From an optimization exercise on the open Yosys and OpenROAD flow, aimed at small area and a short achievable clock period; shortcuts taken in it are not production practice. Function was checked by simulation only, so behaviour that the tests miss may differ from the original. Power is estimated from default activity; no workload was simulated.

==> inputs of build 40 <==
// spi_frame_receiver
module spi_frame_receiver
#(
    parameter int SPRITE_NUM    = 16,
    parameter int SPRITE_ADDR_W = 12,
    parameter int QUEUE_DEPTH   = 32,
    parameter int SYNC_STAGES   = 2
) (
    input  logic                            clock,
    input  logic                            reset_n,
    input  logic                            spi_sck,
    input  logic                            spi_mosi,
    input  logic                            spi_cs_n,
    output logic                            spi_miso,
    output logic [$clog2(SPRITE_NUM)-1:0]   sprite_w_select,
    output logic                            sprite_w_en,
    output logic [SPRITE_ADDR_W-1:0]        sprite_w_addr,
    output logic [7:0]                      sprite_w_data,
    input  logic                            dequeue,
    output logic                            is_empty,
    output logic [7:0]                      sprite_id,
    output logic [15:0]                     sprite_x,
    output logic [15:0]                     sprite_y,
    output logic [7:0]                      sprite_scale,
    output logic [$clog2(QUEUE_DEPTH):0]    queue_level,
    output logic                            overflow
);
==> module draw_fifo, before the edit <==
module draw_fifo
#(
    parameter int  DEPTH = 32
) (
    input  logic                     i_core_clk,
    input  logic                     i_arst_n,
    input  logic                     i_push,
    input  spi_pkg::draw_entry_t     i_push_dat,
    input  logic                     i_pop,
    input  logic                     i_clr,
    output spi_pkg::draw_entry_t     o_head_dat,
    output logic                     o_empty,
    output logic                     o_full,
    output logic [$clog2(DEPTH):0]   o_level,
    output logic                     o_overflow
);
    localparam int RN = 31;      
    logic [RN-1:0][47:0] r_ring;
    logic [47:0]   r_head;
    logic [RN-1:0] r_rd_oh;      
    logic [4:0]    r_phase;
    logic [4:0]    r_wr_neg;
    logic          r_pend;       
    logic [5:0]    r_level;
    logic          r_empty;
    logic          r_full;
    logic          r_ovf;
    logic [47:0]   w_dat;
    logic          w_inject;
    logic          w_pop;
    logic          w_lvl1, w_lvl2, w_lvl31, w_ge2;
    function automatic logic [4:0] inc31(input logic [4:0] v);
        inc31 = (v == 5'd30) ? 5'd0 : v + 5'd1;
    endfunction
    function automatic logic [4:0] dec31(input logic [4:0] v);
        dec31 = (v == 5'd0) ? 5'd30 : v - 5'd1;
    endfunction
    assign w_dat    = i_push_dat;
    assign w_lvl1   = (r_level == 6'd1);
    assign w_lvl2   = (r_level == 6'd2);
    assign w_lvl31  = (r_level == 6'd31);
    assign w_ge2    = ~r_empty & ~w_lvl1;
    assign w_pop    = i_pop & ~r_empty;
    assign w_inject = r_pend & (r_phase == r_wr_neg);
    always_ff @(posedge i_core_clk) begin
        r_ring <= {r_ring[RN-2:0], w_inject ? w_dat : r_ring[RN-1]};
    end
    logic          w_sel_ring;
    logic          w_sel_dat_pop;
    logic          w_sel_dat_keep;
    logic          w_sel_head;
    logic [47:0]   w_pop_val;
    logic [47:0]   w_keep_val;
    assign w_sel_ring     = ~i_clr & w_ge2 & ~(r_pend & w_lvl2);
    assign w_sel_dat_pop  = ~i_clr & ((r_pend & w_lvl2) | (w_lvl1 & i_push));
    assign w_sel_dat_keep = ~i_clr & r_empty & i_push;
    assign w_sel_head     = ~i_clr & ~(r_empty & i_push);
    always_comb begin
        w_pop_val = {48{w_sel_dat_pop}} & w_dat;
        for (int i = 0; i < RN; i++)
            w_pop_val = w_pop_val | ({48{w_sel_ring & r_rd_oh[i]}} & r_ring[i]);
    end
    assign w_keep_val = ({48{w_sel_dat_keep}} & w_dat) | ({48{w_sel_head}} & r_head);
    logic w_ring_push;
    assign w_ring_push = i_push & ~i_clr & ~r_empty & (w_pop ? ~w_lvl1 : ~r_full);
    logic [5:0] w_lvl_inc, w_lvl_dec;
    assign w_lvl_inc = r_level + 6'd1;
    assign w_lvl_dec = r_level - 6'd1;
    always_ff @(posedge i_core_clk or negedge i_arst_n) begin
        if (!i_arst_n) begin
            r_head   <= '0;
            r_rd_oh  <= RN'(1);
            r_phase  <= '0;
            r_wr_neg <= '0;
            r_pend   <= 1'b0;
            r_level  <= '0;
            r_empty  <= 1'b1;
            r_full   <= 1'b0;
            r_ovf    <= 1'b0;
        end else begin
            r_head  <= w_pop ? w_pop_val : w_keep_val;
            r_phase <= inc31(r_phase);
            r_pend  <= w_ring_push | (r_pend & ~w_inject);
            if (i_clr) begin
                r_rd_oh  <= RN'(1);
                r_wr_neg <= inc31(r_phase);
                r_level  <= '0;
                r_empty  <= 1'b1;
                r_full   <= 1'b0;
                r_ovf    <= 1'b0;
            end else begin
                r_rd_oh  <= (w_pop & w_ge2) ? {r_rd_oh[RN-3:0], r_rd_oh[RN-1:RN-2]}
                                            : {r_rd_oh[RN-2:0], r_rd_oh[RN-1]};
                if (w_ring_push) r_wr_neg <= dec31(r_wr_neg);
                if (w_pop) begin
                    r_level <= i_push ? r_level : w_lvl_dec;
                    r_empty <= ~i_push & w_lvl1;
                    r_full  <= i_push & r_full;
                end else begin
                    r_level <= (i_push & ~r_full) ? w_lvl_inc : r_level;
                    r_empty <= r_empty & ~i_push;
                    r_full  <= r_full | (i_push & w_lvl31);
                    if (i_push && r_full) r_ovf <= 1'b1;
                end
            end
        end
    end
    assign o_head_dat = r_head;
    assign o_empty    = r_empty;
    assign o_full     = r_full;
    assign o_level    = r_level;
    assign o_overflow = r_ovf;
endmodule
clock: 5.5 ns
lec_check: 0
cap_margin: 20
core_margin: 2
core_utilization: 60
place_density: 0.7
setup_slack_margin: 3.5
slew_margin: 20
run.sh (not shown) runs the stock make flow with config.mk's settings and CLKGATE_MAP_FILE= SYNTH_SCRIPT=/design/flow/synth_recipe.tcl, a recipe that flattens the netlist after the stock synthesis.
==> inputs of build 75, as changes to build 40 <==
--- a/flow/design.v
+++ b/flow/design.v
@@ -59,5 +59,6 @@
     logic          r_pend;       
     logic [5:0]    r_level;
-    logic          r_empty;
+    logic          r_nempty;     
+    logic          w_empty;
     logic          r_full;
     logic          r_ovf;
@@ -72,32 +73,30 @@
         dec31 = (v == 5'd0) ? 5'd30 : v - 5'd1;
     endfunction
+    assign w_empty  = ~r_nempty;
     assign w_dat    = i_push_dat;
     assign w_lvl1   = (r_level == 6'd1);
     assign w_lvl2   = (r_level == 6'd2);
     assign w_lvl31  = (r_level == 6'd31);
-    assign w_ge2    = ~r_empty & ~w_lvl1;
-    assign w_pop    = i_pop & ~r_empty;
+    assign w_ge2    = ~w_empty & ~w_lvl1;
+    assign w_pop    = i_pop & ~w_empty;
     assign w_inject = r_pend & (r_phase == r_wr_neg);
     always_ff @(posedge i_core_clk) begin
         r_ring <= {r_ring[RN-2:0], w_inject ? w_dat : r_ring[RN-1]};
     end
-    logic          w_sel_ring;
-    logic          w_sel_dat_pop;
-    logic          w_sel_dat_keep;
-    logic          w_sel_head;
-    logic [47:0]   w_pop_val;
-    logic [47:0]   w_keep_val;
-    assign w_sel_ring     = ~i_clr & w_ge2 & ~(r_pend & w_lvl2);
-    assign w_sel_dat_pop  = ~i_clr & ((r_pend & w_lvl2) | (w_lvl1 & i_push));
-    assign w_sel_dat_keep = ~i_clr & r_empty & i_push;
-    assign w_sel_head     = ~i_clr & ~(r_empty & i_push);
+    logic          w_take_ring;
+    logic          w_take_dat;
+    logic          w_take_head;
+    logic [47:0]   w_ring_rd;
+    assign w_take_ring = ~i_clr & w_pop & w_ge2 & ~(r_pend & w_lvl2);
+    assign w_take_dat  = ~i_clr & (w_pop ? ((r_pend & w_lvl2) | (w_lvl1 & i_push))
+                                         : (w_empty & i_push));
+    assign w_take_head = ~i_clr & ~w_pop & ~(w_empty & i_push);
     always_comb begin
-        w_pop_val = {48{w_sel_dat_pop}} & w_dat;
+        w_ring_rd = '0;
         for (int i = 0; i < RN; i++)
-            w_pop_val = w_pop_val | ({48{w_sel_ring & r_rd_oh[i]}} & r_ring[i]);
+            w_ring_rd = w_ring_rd | ({48{r_rd_oh[i]}} & r_ring[i]);
     end
-    assign w_keep_val = ({48{w_sel_dat_keep}} & w_dat) | ({48{w_sel_head}} & r_head);
     logic w_ring_push;
-    assign w_ring_push = i_push & ~i_clr & ~r_empty & (w_pop ? ~w_lvl1 : ~r_full);
+    assign w_ring_push = i_push & ~i_clr & ~w_empty & (w_pop ? ~w_lvl1 : ~r_full);
     logic [5:0] w_lvl_inc, w_lvl_dec;
     assign w_lvl_inc = r_level + 6'd1;
@@ -111,9 +110,10 @@
             r_pend   <= 1'b0;
             r_level  <= '0;
-            r_empty  <= 1'b1;
+            r_nempty <= 1'b0;
             r_full   <= 1'b0;
             r_ovf    <= 1'b0;
         end else begin
-            r_head  <= w_pop ? w_pop_val : w_keep_val;
+            r_head  <= ({48{w_take_ring}} & w_ring_rd) | ({48{w_take_dat}} & w_dat)
+                     | ({48{w_take_head}} & r_head);
             r_phase <= inc31(r_phase);
             r_pend  <= w_ring_push | (r_pend & ~w_inject);
@@ -122,5 +122,5 @@
                 r_wr_neg <= inc31(r_phase);
                 r_level  <= '0;
-                r_empty  <= 1'b1;
+                r_nempty <= 1'b0;
                 r_full   <= 1'b0;
                 r_ovf    <= 1'b0;
@@ -131,9 +131,9 @@
                 if (w_pop) begin
                     r_level <= i_push ? r_level : w_lvl_dec;
-                    r_empty <= ~i_push & w_lvl1;
+                    r_nempty <= i_push | ~w_lvl1;
                     r_full  <= i_push & r_full;
                 end else begin
                     r_level <= (i_push & ~r_full) ? w_lvl_inc : r_level;
-                    r_empty <= r_empty & ~i_push;
+                    r_nempty <= r_nempty | i_push;
                     r_full  <= r_full | (i_push & w_lvl31);
                     if (i_push && r_full) r_ovf <= 1'b1;
@@ -143,5 +143,5 @@
     end
     assign o_head_dat = r_head;
-    assign o_empty    = r_empty;
+    assign o_empty    = w_empty;
     assign o_full     = r_full;
     assign o_level    = r_level;
--- a/flow/config.mk
+++ b/flow/config.mk
@@ -9,5 +9,7 @@
 export CORE_MARGIN = 2
 export CORE_UTILIZATION = 60
+export CTS_CLUSTER_DIAMETER = 45
+export CTS_CLUSTER_SIZE = 24
 export PLACE_DENSITY = 0.7
-export SETUP_SLACK_MARGIN = 3.5
+export SETUP_SLACK_MARGIN = 3.0
 export SLEW_MARGIN = 20
==> inputs of trial 81, as changes to build 40 <==
--- a/flow/design.v
+++ b/flow/design.v
@@ -59,5 +59,6 @@
     logic          r_pend;       
     logic [5:0]    r_level;
-    logic          r_empty;
+    logic          r_nempty;     
+    logic          w_empty;
     logic          r_full;
     logic          r_ovf;
@@ -72,32 +73,30 @@
         dec31 = (v == 5'd0) ? 5'd30 : v - 5'd1;
     endfunction
+    assign w_empty  = ~r_nempty;
     assign w_dat    = i_push_dat;
     assign w_lvl1   = (r_level == 6'd1);
     assign w_lvl2   = (r_level == 6'd2);
     assign w_lvl31  = (r_level == 6'd31);
-    assign w_ge2    = ~r_empty & ~w_lvl1;
-    assign w_pop    = i_pop & ~r_empty;
+    assign w_ge2    = ~w_empty & ~w_lvl1;
+    assign w_pop    = i_pop & ~w_empty;
     assign w_inject = r_pend & (r_phase == r_wr_neg);
     always_ff @(posedge i_core_clk) begin
         r_ring <= {r_ring[RN-2:0], w_inject ? w_dat : r_ring[RN-1]};
     end
-    logic          w_sel_ring;
-    logic          w_sel_dat_pop;
-    logic          w_sel_dat_keep;
-    logic          w_sel_head;
-    logic [47:0]   w_pop_val;
-    logic [47:0]   w_keep_val;
-    assign w_sel_ring     = ~i_clr & w_ge2 & ~(r_pend & w_lvl2);
-    assign w_sel_dat_pop  = ~i_clr & ((r_pend & w_lvl2) | (w_lvl1 & i_push));
-    assign w_sel_dat_keep = ~i_clr & r_empty & i_push;
-    assign w_sel_head     = ~i_clr & ~(r_empty & i_push);
+    logic          w_take_ring;
+    logic          w_take_dat;
+    logic          w_take_head;
+    logic [47:0]   w_ring_rd;
+    assign w_take_ring = ~i_clr & w_pop & w_ge2 & ~(r_pend & w_lvl2);
+    assign w_take_dat  = ~i_clr & (w_pop ? ((r_pend & w_lvl2) | (w_lvl1 & i_push))
+                                         : (w_empty & i_push));
+    assign w_take_head = ~i_clr & ~w_pop & ~(w_empty & i_push);
     always_comb begin
-        w_pop_val = {48{w_sel_dat_pop}} & w_dat;
+        w_ring_rd = '0;
         for (int i = 0; i < RN; i++)
-            w_pop_val = w_pop_val | ({48{w_sel_ring & r_rd_oh[i]}} & r_ring[i]);
+            w_ring_rd = w_ring_rd | ({48{r_rd_oh[i]}} & r_ring[i]);
     end
-    assign w_keep_val = ({48{w_sel_dat_keep}} & w_dat) | ({48{w_sel_head}} & r_head);
     logic w_ring_push;
-    assign w_ring_push = i_push & ~i_clr & ~r_empty & (w_pop ? ~w_lvl1 : ~r_full);
+    assign w_ring_push = i_push & ~i_clr & ~w_empty & (w_pop ? ~w_lvl1 : ~r_full);
     logic [5:0] w_lvl_inc, w_lvl_dec;
     assign w_lvl_inc = r_level + 6'd1;
@@ -111,9 +110,10 @@
             r_pend   <= 1'b0;
             r_level  <= '0;
-            r_empty  <= 1'b1;
+            r_nempty <= 1'b0;
             r_full   <= 1'b0;
             r_ovf    <= 1'b0;
         end else begin
-            r_head  <= w_pop ? w_pop_val : w_keep_val;
+            r_head  <= ({48{w_take_ring}} & w_ring_rd) | ({48{w_take_dat}} & w_dat)
+                     | ({48{w_take_head}} & r_head);
             r_phase <= inc31(r_phase);
             r_pend  <= w_ring_push | (r_pend & ~w_inject);
@@ -122,5 +122,5 @@
                 r_wr_neg <= inc31(r_phase);
                 r_level  <= '0;
-                r_empty  <= 1'b1;
+                r_nempty <= 1'b0;
                 r_full   <= 1'b0;
                 r_ovf    <= 1'b0;
@@ -131,9 +131,9 @@
                 if (w_pop) begin
                     r_level <= i_push ? r_level : w_lvl_dec;
-                    r_empty <= ~i_push & w_lvl1;
+                    r_nempty <= i_push | ~w_lvl1;
                     r_full  <= i_push & r_full;
                 end else begin
                     r_level <= (i_push & ~r_full) ? w_lvl_inc : r_level;
-                    r_empty <= r_empty & ~i_push;
+                    r_nempty <= r_nempty | i_push;
                     r_full  <= r_full | (i_push & w_lvl31);
                     if (i_push && r_full) r_ovf <= 1'b1;
@@ -143,5 +143,5 @@
     end
     assign o_head_dat = r_head;
-    assign o_empty    = r_empty;
+    assign o_empty    = w_empty;
     assign o_full     = r_full;
     assign o_level    = r_level;
--- a/flow/config.mk
+++ b/flow/config.mk
@@ -9,5 +9,7 @@
 export CORE_MARGIN = 2
 export CORE_UTILIZATION = 60
+export CTS_CLUSTER_DIAMETER = 80
+export CTS_CLUSTER_SIZE = 24
 export PLACE_DENSITY = 0.7
-export SETUP_SLACK_MARGIN = 3.5
+export SETUP_SLACK_MARGIN = 3.2
 export SLEW_MARGIN = 20
==> inputs of trial 94, as changes to build 40 <==
--- a/flow/config.mk
+++ b/flow/config.mk
@@ -10,4 +10,4 @@
 export CORE_UTILIZATION = 60
 export PLACE_DENSITY = 0.7
-export SETUP_SLACK_MARGIN = 3.5
+export SETUP_SLACK_MARGIN = 3.0
 export SLEW_MARGIN = 20
==> summary.txt <==
Trial 94 went through all stages and came out clean. Build 40 finished with timing, DRC and antenna clean. Build 75 finished clean. Trial 81 finished clean.
Of build 75 and trial 81, build 75 has the higher clock power (gap about 60%, measured against trial 81).
Maximum frequency: trial 81 is larger than build 40 (about 9%).
Against trial 94, the worst setup slack of build 40 is worse by 37 ps.
Register-to-register slack: trial 94 is higher than build 40 (60 ps).
The lowest via count belongs to trial 81, the highest to build 40.
Of trial 94 and build 40, build 40 has the higher wire length (gap about 11%, measured against build 40).
Design area: build 40 > trial 94 > build 75 > trial 81.
Against trial 94, the worst hold slack of build 75 is worse by 8.2 ps.
Of trial 94 and trial 81, trial 94 has the higher area after synthesis (gap about 1.4%, measured against trial 81).
==> figures <==
item	trial 81	build 40	trial 94	build 75
Run status	timing/DRC/antenna clean	timing/DRC/antenna clean	timing/DRC/antenna clean	timing/DRC/antenna clean
Worst slack on hold paths	337.5 ps	328.9 ps	328.1 ps	319.9 ps
Simple-gate portion of the synthesized area	4.528%	4.658%	4.658%	4.528%
HP Start	u_draw_fifo.r_ring[566]	r_mosi_sync[0]	r_mosi_sync[0]	u_draw_fifo.r_ring[1168]
Average footprint of a synthesized cell	14.03 sq um	13.85 sq um	13.85 sq um	14.03 sq um
Worst reg2reg startpoint	u_draw_fifo.r_rd_oh[28]	u_draw_fifo.r_level[0]	u_draw_fifo.r_rd_oh[9]	u_draw_fifo.r_rd_oh[23]
Proportion of cell area occupied by multi-input gates	20.54%	21.13%	20.33%	19.62%
Internal Power	0.01557 W	0.01892 W	0.01898 W	0.01830 W
Area of combinational cells with multiple inputs	10620 sq um	12370 sq um	11280 sq um	10590 sq um
Detailed-route wire length per cell	29.99 um	34.26 um	31.07 um	30.09 um
Highest ir drop seen on vdd	0.2575 mV	0.2878 mV	0.2935 mV	0.3160 mV
Count of cell types in the netlist	65	55	55	65
Sequential cell area fraction in the yosys report	75.76%	74.73%	74.73%	75.76%
Post-synth net total	3369	3459	3459	3369
Signal buffers	188	332	215	193
Total Power Consumption	0.01977 W	0.02374 W	0.02384 W	0.02356 W
First-pass iteration count of the detailed router	9	7	9	6
Inserted tap cell count	1040	1050	1050	1040
Pin count of the biggest net entering global routing	113	82	89	88
Storage element area	35720 sq um	35770 sq um	35730 sq um	35690 sq um

==> afterwards: timing with drivers on the ports <==
In the flow no input, the clock included, has a driving cell. The finished layouts below were timed again as built, in two steps. Step 1 sets driving cells, clkbuf_16 on the clock port and buf_2 on the other inputs (assumed; they add their load-dependent delay and slew). Step 2 moves the port delays by t, midway between the first and last clock arrival at a register: inputs arrive t later, outputs are due t later. That takes back most of the time a late clock gives input paths. Slacks: ideal ports / drivers / drivers and shift; pairs: ideal ports / drivers.
run | t, ns | slack for setup (ns) | worst hold slack (ns)
build 40 | 0.814 | 2.903 / 2.833 / 2.341 | 0.329 / 0.329 / 0.329
build 75 | 0.801 | 3.001 / 2.967 / 2.300 | 0.320 / 0.320 / 0.320
trial 81 | 0.722 | 3.116 / 3.050 / 2.821 | 0.338 / 0.332 / 0.338
trial 94 | 0.815 | 2.940 / 2.874 / 2.220 | 0.328 / 0.328 / 0.328
After both steps setup and hold are still met in every run listed. For trial 94, which loses most, drivers alone change the setup slack by -0.066 ns; drivers and shift together by -0.720 ns.
